Background: an optimization exercise with open tools, aiming at small area, a short achievable clock period and few clock cycles per item. Do not read the settings as production practice.
In this exercise RTL edits were held to simulation tests only and were not proved equivalent to the original.
Power is estimated from default activity; no workload was simulated.

## window_clipped_box_coverage_core
module window_clipped_box_coverage_core #(
  parameter int MAX_DIM   = wcbc_pkg::MAX_DIM_DEF,
  parameter int AREA_BITS = wcbc_pkg::AREA_BITS_DEF
) (
  input  logic                  clk,
  input  logic                  rst_n,
  input  logic                  in_valid,
  input  logic [77:0]           in_item,
  output logic                  in_stall,
  output logic                  out_valid,
  output logic [80:0]           out_item,
  input  logic                  out_stall,
  input  logic                  cfg_psel,
  input  logic                  cfg_penable,
  input  logic                  cfg_pwrite,
  input  logic [wcbc_pkg::CFG_ADDR_W-1:0] cfg_paddr,
  input  logic [wcbc_pkg::CFG_DATA_W-1:0] cfg_pwdata,
  output logic [wcbc_pkg::CFG_DATA_W-1:0] cfg_prdata,
  output logic                  cfg_pready
);
Size in the first run: ~4,600 cells after synthesis, about 540 flip-flops, ~240 I/O pins, ~42,000 um2 of cells after synthesis.
clock: 10.0 ns
lec_check: 0
cap_margin: 20
core_margin: 2
core_utilization: 40
setup_slack_margin: 5
slew_margin: 20
standard.sh (not shown) runs the stock make flow with config.mk's settings and CLKGATE_MAP_FILE= SYNTH_SCRIPT=/design/flow/synth_recipe.tcl, a recipe that flattens the netlist after the stock synthesis.
==> flow/flow/run.sh <==
#!/bin/bash
# The standard layout with two sizing changes: the port buffers are plain
# buf_4 cells (the default choice is a slow delay buffer) and resizing is not
# restricted to equal cell footprints. Full make output goes to standard.log.
set -euo pipefail
bash standard.sh MATCH_CELL_FOOTPRINT=0 "BUFFER_PORTS_ARGS=-buffer_cell sky130_fd_sc_hd__buf_4" finish > standard.log 2>&1
Testbench counts at the start, summed over its fixed seeds: cycles 12,854, items 10,966.
Then changed:
==> flow/flow/run.sh (replaced) <==
#!/bin/bash
# The standard layout with two sizing changes: every port still gets a
# buffer, but a plain buf_1 (the default choice is a larger, slow delay buffer;
# repair resizes it where timing needs), and resizing is not restricted to equal
# cell footprints. Full make output goes to standard.log.
set -euo pipefail
bash standard.sh MATCH_CELL_FOOTPRINT=0 "BUFFER_PORTS_ARGS=-buffer_cell sky130_fd_sc_hd__buf_1" finish > standard.log 2>&1
- SETUP_SLACK_MARGIN: 5 -> 4.6
- The new run completed without violations
- worst setup slack got worse by 0.0095 ns
- non-clock buffer count goes down by 24
- routed wire length goes down by 1.1%
- synthesized area is unchanged
- sequential share of layout area goes up by 0.72 points
- clock skew goes up by 0.0043 ns
Then changed:
==> flow/run.sh (new file) <==
#!/bin/bash
# synth_recipe.tcl (not shown) runs the flow's synth.tcl, then flattens the netlist and writes it again
# the make line also repeats each setting of config.mk as NAME=value (left out here)
make -C /OpenROAD-flow-scripts/flow DESIGN_CONFIG=/design/flow/config.mk WORK_HOME=/design/flow/orfs CLKGATE_MAP_FILE= SYNTH_SCRIPT=/design/flow/synth_recipe.tcl finish
- SETUP_SLACK_MARGIN: 4.6 -> 5
removed: flow/flow/run.sh
removed: flow/standard.sh
Effect:
- wire length went up by 1.6%
- cell area rises by about 3.5%
- clock-buffer cell count drops by 6
- total power grows by 0.55%
- worst setup slack is worse by 0.069 ns
- global-route usage is higher by 0.32 points

== the reference run ==
window_clipped_box_coverage_core, a different RTL version from the one above (not shown whole).
Size: about 4800 cells after synthesis, about 240 I/O pins.
export LEC_CHECK = 0
export CAP_MARGIN = 20
export CORE_MARGIN = 2
export CORE_UTILIZATION = 40
export CTS_CLUSTER_DIAMETER = 100
export CTS_CLUSTER_SIZE = 30
export SETUP_SLACK_MARGIN = 5
export SLEW_MARGIN = 20
create_clock -name core_clock -period 10.0 [get_ports {clk}]
==> flow/flow/run.sh <==
#!/bin/bash
# The standard layout with two sizing changes: every port still gets a
# buffer, but a plain buf_1 (the default choice is a larger, slow delay buffer;
# repair resizes it where timing needs), and resizing is not restricted to equal
# cell footprints. Full make output goes to standard.log.
set -euo pipefail
bash standard.sh MATCH_CELL_FOOTPRINT=0 "BUFFER_PORTS_ARGS=-buffer_cell sky130_fd_sc_hd__buf_1" finish > standard.log 2>&1
Testbench counts of the reference run, summed over its fixed seeds: cycles 12,854, items 10,966.
Changes in the trial run relative to the reference run:
Settings: CTS_BUF_LIST now sky130_fd_sc_hd__clkbuf_4 sky130_fd_sc_hd__clkbuf_8, previously not set; CTS_CLUSTER_SIZE no longer set, was 30; CTS_CLUSTER_DIAMETER no longer set, was 100.
--- outcome ---
The trial run vs. the reference run: wire length of the first global-routing pass went up by about 1%.
| met2 usage in global routing | the trial run vs the reference run | 0.34 points lower |
Number of standard cells in the layout, taps in and fillers out (the trial run vs. the reference run) increases by a few percent
Count of cells along the worst register-to-register path was higher in the run labelled the trial run.
The trial run — least setup slack across all paths after layout 4.6 ps higher, the reference run as reference
STATUS reg-to-reg setup timing slack: the trial run loses against the reference run
Wire length reported by the detailed router in the trial run vs the reference run: up 1.1%
Share of the final layout cell area in sequential cells, the trial run and the reference run: larger value in the reference run
Share of the cycle needed by the critical path after routing of the reference run is on par with the trial run.
The trial run ends up with a register share of total power that is 1.6 points lower than in the reference run.

the previous run:
Another version of the RTL of window_clipped_box_coverage_core (not shown whole).
For scale: roughly 4700 cells after synthesis, about 240 I/O pins, ~44000 um2 of cells after synthesis.
// window_clipped_box_coverage_core
module window_clipped_box_coverage_core #(
  parameter int MAX_DIM   = wcbc_pkg::MAX_DIM_DEF,
  parameter int AREA_BITS = wcbc_pkg::AREA_BITS_DEF
) (
  input  logic                  clk,
  input  logic                  rst_n,
  input  logic                  in_valid,
  input  logic [77:0]           in_item,
  output logic                  in_stall,
  output logic                  out_valid,
  output logic [80:0]           out_item,
  input  logic                  out_stall,
  input  logic                  cfg_psel,
  input  logic                  cfg_penable,
  input  logic                  cfg_pwrite,
  input  logic [wcbc_pkg::CFG_ADDR_W-1:0] cfg_paddr,
  input  logic [wcbc_pkg::CFG_DATA_W-1:0] cfg_pwdata,
  output logic [wcbc_pkg::CFG_DATA_W-1:0] cfg_prdata,
  output logic                  cfg_pready
);
export LEC_CHECK = 0
export CAP_MARGIN = 20
export CORE_MARGIN = 2
export CORE_UTILIZATION = 40
export SETUP_SLACK_MARGIN = 5
export SLEW_MARGIN = 20
create_clock -name core_clock -period 10.0 [get_ports {clk}]
Scripts as last shown in full above: flow/flow/run.sh
The previous run: PASS, flow complete, no timing, DRC or antenna violations
Testbench counts of the previous run, summed over its fixed seeds: cycles 12,854, items 10,966.
Setup changes, the previous run to the current run
==> flow/run.sh (new file) <==
#!/bin/bash
# synth_recipe.tcl (not shown) runs the flow's synth.tcl, then flattens the netlist and writes it again
# the make line also repeats each setting of config.mk as NAME=value (left out here)
make -C /OpenROAD-flow-scripts/flow DESIGN_CONFIG=/design/flow/config.mk WORK_HOME=/design/flow/orfs CLKGATE_MAP_FILE= SYNTH_SCRIPT=/design/flow/synth_recipe.tcl finish
removed: flow/flow/run.sh
removed: flow/standard.sh
### Flow results
- Against the previous run, the current run comes in 2.2% higher on global-route wire length before repair.
- In terms of via count, the current run and the previous run differ only marginally.
- The current run: worst setup slack 0.14 ns below the previous run
- Of the previous run and the current run, the higher maximum vdd drop belongs to the current run.

window_clipped_box_coverage_core, a different RTL version from the one above (not shown whole).
For scale: roughly 530 flip-flops, ~240 I/O pins, about 41,000 sq um of cells after synthesis.
export LEC_CHECK = 0
export CAP_MARGIN = 20
export CORE_MARGIN = 2
export CORE_UTILIZATION = 40
export SETUP_SLACK_MARGIN = 5
export SLEW_MARGIN = 20
create_clock -name core_clock -period 10.0 [get_ports {clk}]
run.sh (not shown) runs the stock make flow with config.mk's settings and CLKGATE_MAP_FILE= SYNTH_SCRIPT=/design/flow/synth_recipe.tcl, a recipe that flattens the netlist after the stock synthesis.
Stock flow here: none of the scripts above is used.
Testbench counts at the start, summed over its fixed seeds: cycles 12,854, items 10,966.
Rerun with:
==> flow/flow/run.sh (new file) <==
#!/bin/bash
# The standard layout with two sizing changes: the port buffers are plain
# buf_4 cells (the default choice is a slow delay buffer) and resizing is not
# restricted to equal cell footprints. Full make output goes to standard.log.
set -euo pipefail
bash standard.sh MATCH_CELL_FOOTPRINT=0 "BUFFER_PORTS_ARGS=-buffer_cell sky130_fd_sc_hd__buf_4" finish > standard.log 2>&1
==> flow/standard.sh (new file) <==
#!/bin/bash
# synth_recipe.tcl (not shown) runs the flow's synth.tcl, then flattens the netlist and writes it again
# the make line also repeats each setting of config.mk as NAME=value (left out here)
make -C /OpenROAD-flow-scripts/flow DESIGN_CONFIG=/design/flow/config.mk WORK_HOME=/design/flow/orfs CLKGATE_MAP_FILE= SYNTH_SCRIPT=/design/flow/synth_recipe.tcl "${@:-finish}"
removed: flow/run.sh
Effect: Wire length fell by 1.2%. Worst setup slack gets better by 0.014 ns. Non-clock buffer count drops by 20. First-iteration DRC count came out lower by 1.0%. Clock-buffer cell count went up by 3. Maximum frequency hardly moves. Cell area falls by 1.7%. Hold slack gets better by 0.014 ns. Clock power went up by about 3%.

RTL: one of the versions met above, not the one the previous note started from.
Size: ~4,800 cells after synthesis, about 560 flip-flops, roughly 44,000 um2 of cells after synthesis.
==> flow/design.v (excerpt) <==
module window_clipped_box_coverage_core #(
  parameter int MAX_DIM   = wcbc_pkg::MAX_DIM_DEF,
  parameter int AREA_BITS = wcbc_pkg::AREA_BITS_DEF
) (
  input  logic                  clk,
  input  logic                  rst_n,
  input  logic                  in_valid,
  input  logic [77:0]           in_item,
  output logic                  in_stall,
  output logic                  out_valid,
  output logic [80:0]           out_item,
  input  logic                  out_stall,
  input  logic                  cfg_psel,
  input  logic                  cfg_penable,
  input  logic                  cfg_pwrite,
  input  logic [wcbc_pkg::CFG_ADDR_W-1:0] cfg_paddr,
  input  logic [wcbc_pkg::CFG_DATA_W-1:0] cfg_pwdata,
  output logic [wcbc_pkg::CFG_DATA_W-1:0] cfg_prdata,
  output logic                  cfg_pready
);
  logic [16:0] ra_r, athr_r;
  logic [15:0] cthr_r;
  logic        cfg_wr;
  assign cfg_pready = 1'b1;
  assign cfg_wr     = cfg_psel & cfg_penable & cfg_pwrite;
  always_ff @(posedge clk) begin
    if (!rst_n) begin
      ra_r   <= 17'h10000;
      athr_r <= 17'h08000;
      cthr_r <= 16'd10;
    end else if (cfg_wr) begin
      case (cfg_paddr[3:2])
        2'd0: ra_r   <= cfg_pwdata[16:0];
        2'd1: athr_r <= cfg_pwdata[16:0];
        2'd2: cthr_r <= cfg_pwdata[15:0];
        default: ;
      endcase
    end
  end
  always_comb begin
    case (cfg_paddr[3:2])
      2'd0:    cfg_prdata = {15'd0, ra_r};
      2'd1:    cfg_prdata = {15'd0, athr_r};
      2'd2:    cfg_prdata = {16'd0, cthr_r};
      default: cfg_prdata = 32'd0;
  ...
==> flow/config.mk <==
export PLATFORM = sky130hd
export DESIGN_NAME = window_clipped_box_coverage_core
export DESIGN_NICKNAME = window_clipped_box_coverage_core
export VERILOG_FILES = /design/flow/design.v
export SDC_FILE = /design/flow/constraint.sdc
export NUM_CORES = 4
export LEC_CHECK = 0
export CAP_MARGIN = 20
export CORE_MARGIN = 2
export CORE_UTILIZATION = 50
export CTS_CLUSTER_DIAMETER = 100
export CTS_CLUSTER_SIZE = 30
export SETUP_SLACK_MARGIN = 5
export SLEW_MARGIN = 20
==> flow/constraint.sdc <==
create_clock -name core_clock -period 10.0 [get_ports {clk}]
set_input_delay 2.0000 -clock core_clock [delete_from_list [all_inputs] [get_ports {clk}]]
set_output_delay 2.0000 -clock core_clock [all_outputs]
set_load 0.01 [all_outputs]
standard.sh (not shown) runs the stock make flow with config.mk's settings and CLKGATE_MAP_FILE= SYNTH_SCRIPT=/design/flow/synth_recipe.tcl, a recipe that flattens the netlist after the stock synthesis.
==> flow/flow/run.sh <==
#!/bin/bash
# The standard layout with two sizing changes: every port still gets a
# buffer, but a plain buf_1 (the default choice is a larger, slow delay buffer;
# repair resizes it where timing needs), and resizing is not restricted to equal
# cell footprints. Full make output goes to standard.log.
set -euo pipefail
bash standard.sh MATCH_CELL_FOOTPRINT=0 "BUFFER_PORTS_ARGS=-buffer_cell sky130_fd_sc_hd__buf_1" finish > standard.log 2>&1
Testbench counts at the start, summed over its fixed seeds: cycles 12,854, items 10,966.
Edit:
CORE_UTILIZATION = 40   (was 50)
CTS_CLUSTER_DIAMETER = unset   (was 100)
CTS_CLUSTER_SIZE = unset   (was 30)
Result:
- setup slack improves by 0.011 ns
- die area came out higher by 25%
- first-iteration DRC count came out higher by 35%
- wire length came out higher by 4.1%

## run A
window_clipped_box_coverage_core again, from the RTL that the note above started with.
==> flow/design.v (excerpt) <==
module window_clipped_box_coverage_core #(
  parameter int MAX_DIM   = wcbc_pkg::MAX_DIM_DEF,
  parameter int AREA_BITS = wcbc_pkg::AREA_BITS_DEF
) (
  input  logic                  clk,
  input  logic                  rst_n,
  input  logic                  in_valid,
  input  logic [77:0]           in_item,
  output logic                  in_stall,
  output logic                  out_valid,
  output logic [80:0]           out_item,
  input  logic                  out_stall,
  input  logic                  cfg_psel,
  input  logic                  cfg_penable,
  input  logic                  cfg_pwrite,
  input  logic [wcbc_pkg::CFG_ADDR_W-1:0] cfg_paddr,
  input  logic [wcbc_pkg::CFG_DATA_W-1:0] cfg_pwdata,
  output logic [wcbc_pkg::CFG_DATA_W-1:0] cfg_prdata,
  output logic                  cfg_pready
);
==> flow/config.mk <==
export PLATFORM = sky130hd
export DESIGN_NAME = window_clipped_box_coverage_core
export DESIGN_NICKNAME = window_clipped_box_coverage_core
export VERILOG_FILES = /design/flow/design.v
export SDC_FILE = /design/flow/constraint.sdc
export NUM_CORES = 4
export LEC_CHECK = 0
export CAP_MARGIN = 20
export CORE_MARGIN = 2
export CORE_UTILIZATION = 40
export CTS_CLUSTER_DIAMETER = 100
export CTS_CLUSTER_SIZE = 30
export SETUP_SLACK_MARGIN = 4.7
export SLEW_MARGIN = 20
==> flow/constraint.sdc <==
create_clock -name core_clock -period 10.0 [get_ports {clk}]
set_input_delay 2.0000 -clock core_clock [delete_from_list [all_inputs] [get_ports {clk}]]
set_output_delay 2.0000 -clock core_clock [all_outputs]
set_load 0.01 [all_outputs]
Scripts as last shown in full above: flow/flow/run.sh
Testbench counts of run A, summed over its fixed seeds: cycles 12,854, items 10,966.
Modified inputs, run B compared to run A
# run A
export LEC_CHECK = 0
export CAP_MARGIN = 20
export CORE_MARGIN = 2
export CORE_UTILIZATION = 40
export CTS_CLUSTER_DIAMETER = 100
export CTS_CLUSTER_SIZE = 30
export SETUP_SLACK_MARGIN = 4.7
export SLEW_MARGIN = 20
create_clock -name core_clock -period 10.0 [get_ports {clk}]
# run B
export LEC_CHECK = 0
export CAP_MARGIN = 20
export CORE_MARGIN = 2
export CORE_UTILIZATION = 40
export CTS_CLUSTER_DIAMETER = 80
export CTS_CLUSTER_SIZE = 24
export SETUP_SLACK_MARGIN = 5
export SLEW_MARGIN = 20
create_clock -name core_clock -period 10.0 [get_ports {clk}]
### Flow results
Sequential share of cell area: run B vs run A down 0.27 points
Residual antenna-violating net count after detailed routing came out exactly the same in run B and run A.
Run A ended up with in_stall as its endpoint of the most critical setup path; run B ended up with cfg_prdata[10].
Side by side, post-layout minimum cycle time turned out lower in run B than in run A.
Per the comparison of run B with run A, core utilization rose by 0.45 points; via count +1.1%; share of total power consumed by net switching moved down; leakage power figure now larger.

afterwards: timing with drivers on the ports:
Ports are ideal in the flow. The routed layouts listed here were re-timed in OpenROAD.
Step 1 assumes that a clkbuf_16 drives the clock port and a buf_2 every other input.
Step 2 moves the port delays by t, midway between the first and last clock arrival at a register: inputs arrive t later, outputs are due t later. That takes back most of the time a late clock gives input paths.
Three values: ideal ports, drivers, drivers and shift; two values: the first two.
run | t (ns) | slack for setup (ns) | latest minus earliest clock arrival (ns) | worst data-port slew with drivers (ns)
the first run of note 1 | 0.690 | 4.750 / 4.750 / 4.750 | 0.026 / 0.027 | 0.07
the second run of note 1 | 0.694 | 4.740 / 4.740 / 4.740 | 0.033 / 0.033 | 0.06
the third run of note 1 | 0.722 | 4.671 / 4.671 / 4.671 | 0.050 / 0.050 | 0.06
the reference run | 0.728 | 5.033 / 5.011 / 5.011 | 0.046 / 0.046 | 0.05
the trial run | 0.813 | 5.038 / 4.997 / 5.016 | 0.052 / 0.052 | 0.06
the previous run | 0.685 | 4.984 / 4.943 / 4.943 | 0.028 / 0.028 | 0.06
the current run | 0.688 | 4.847 / 4.776 / 4.821 | 0.025 / 0.025 | 0.08
the first run of note 4 | 0.697 | 4.688 / 4.688 / 4.688 | 0.033 / 0.033 | 0.10
the second run of note 4 | 0.699 | 4.702 / 4.702 / 4.702 | 0.028 / 0.028 | 0.09
the first run of note 5 | 0.706 | 5.035 / 5.009 / 5.000 | 0.036 / 0.036 | 0.05
the second run of note 5 | 0.699 | 5.046 / 5.022 / 5.020 | 0.052 / 0.052 | 0.05
run A | 0.726 | 4.784 / 4.724 / 4.759 | 0.062 / 0.061 | 0.04
run B | 0.685 | 5.024 / 5.000 / 5.000 | 0.050 / 0.050 | 0.06
After both steps setup and hold are still met in every run listed. The setup slack of the previous run, which loses most, moves by -0.041 ns with the drivers and by -0.041 ns with both steps.
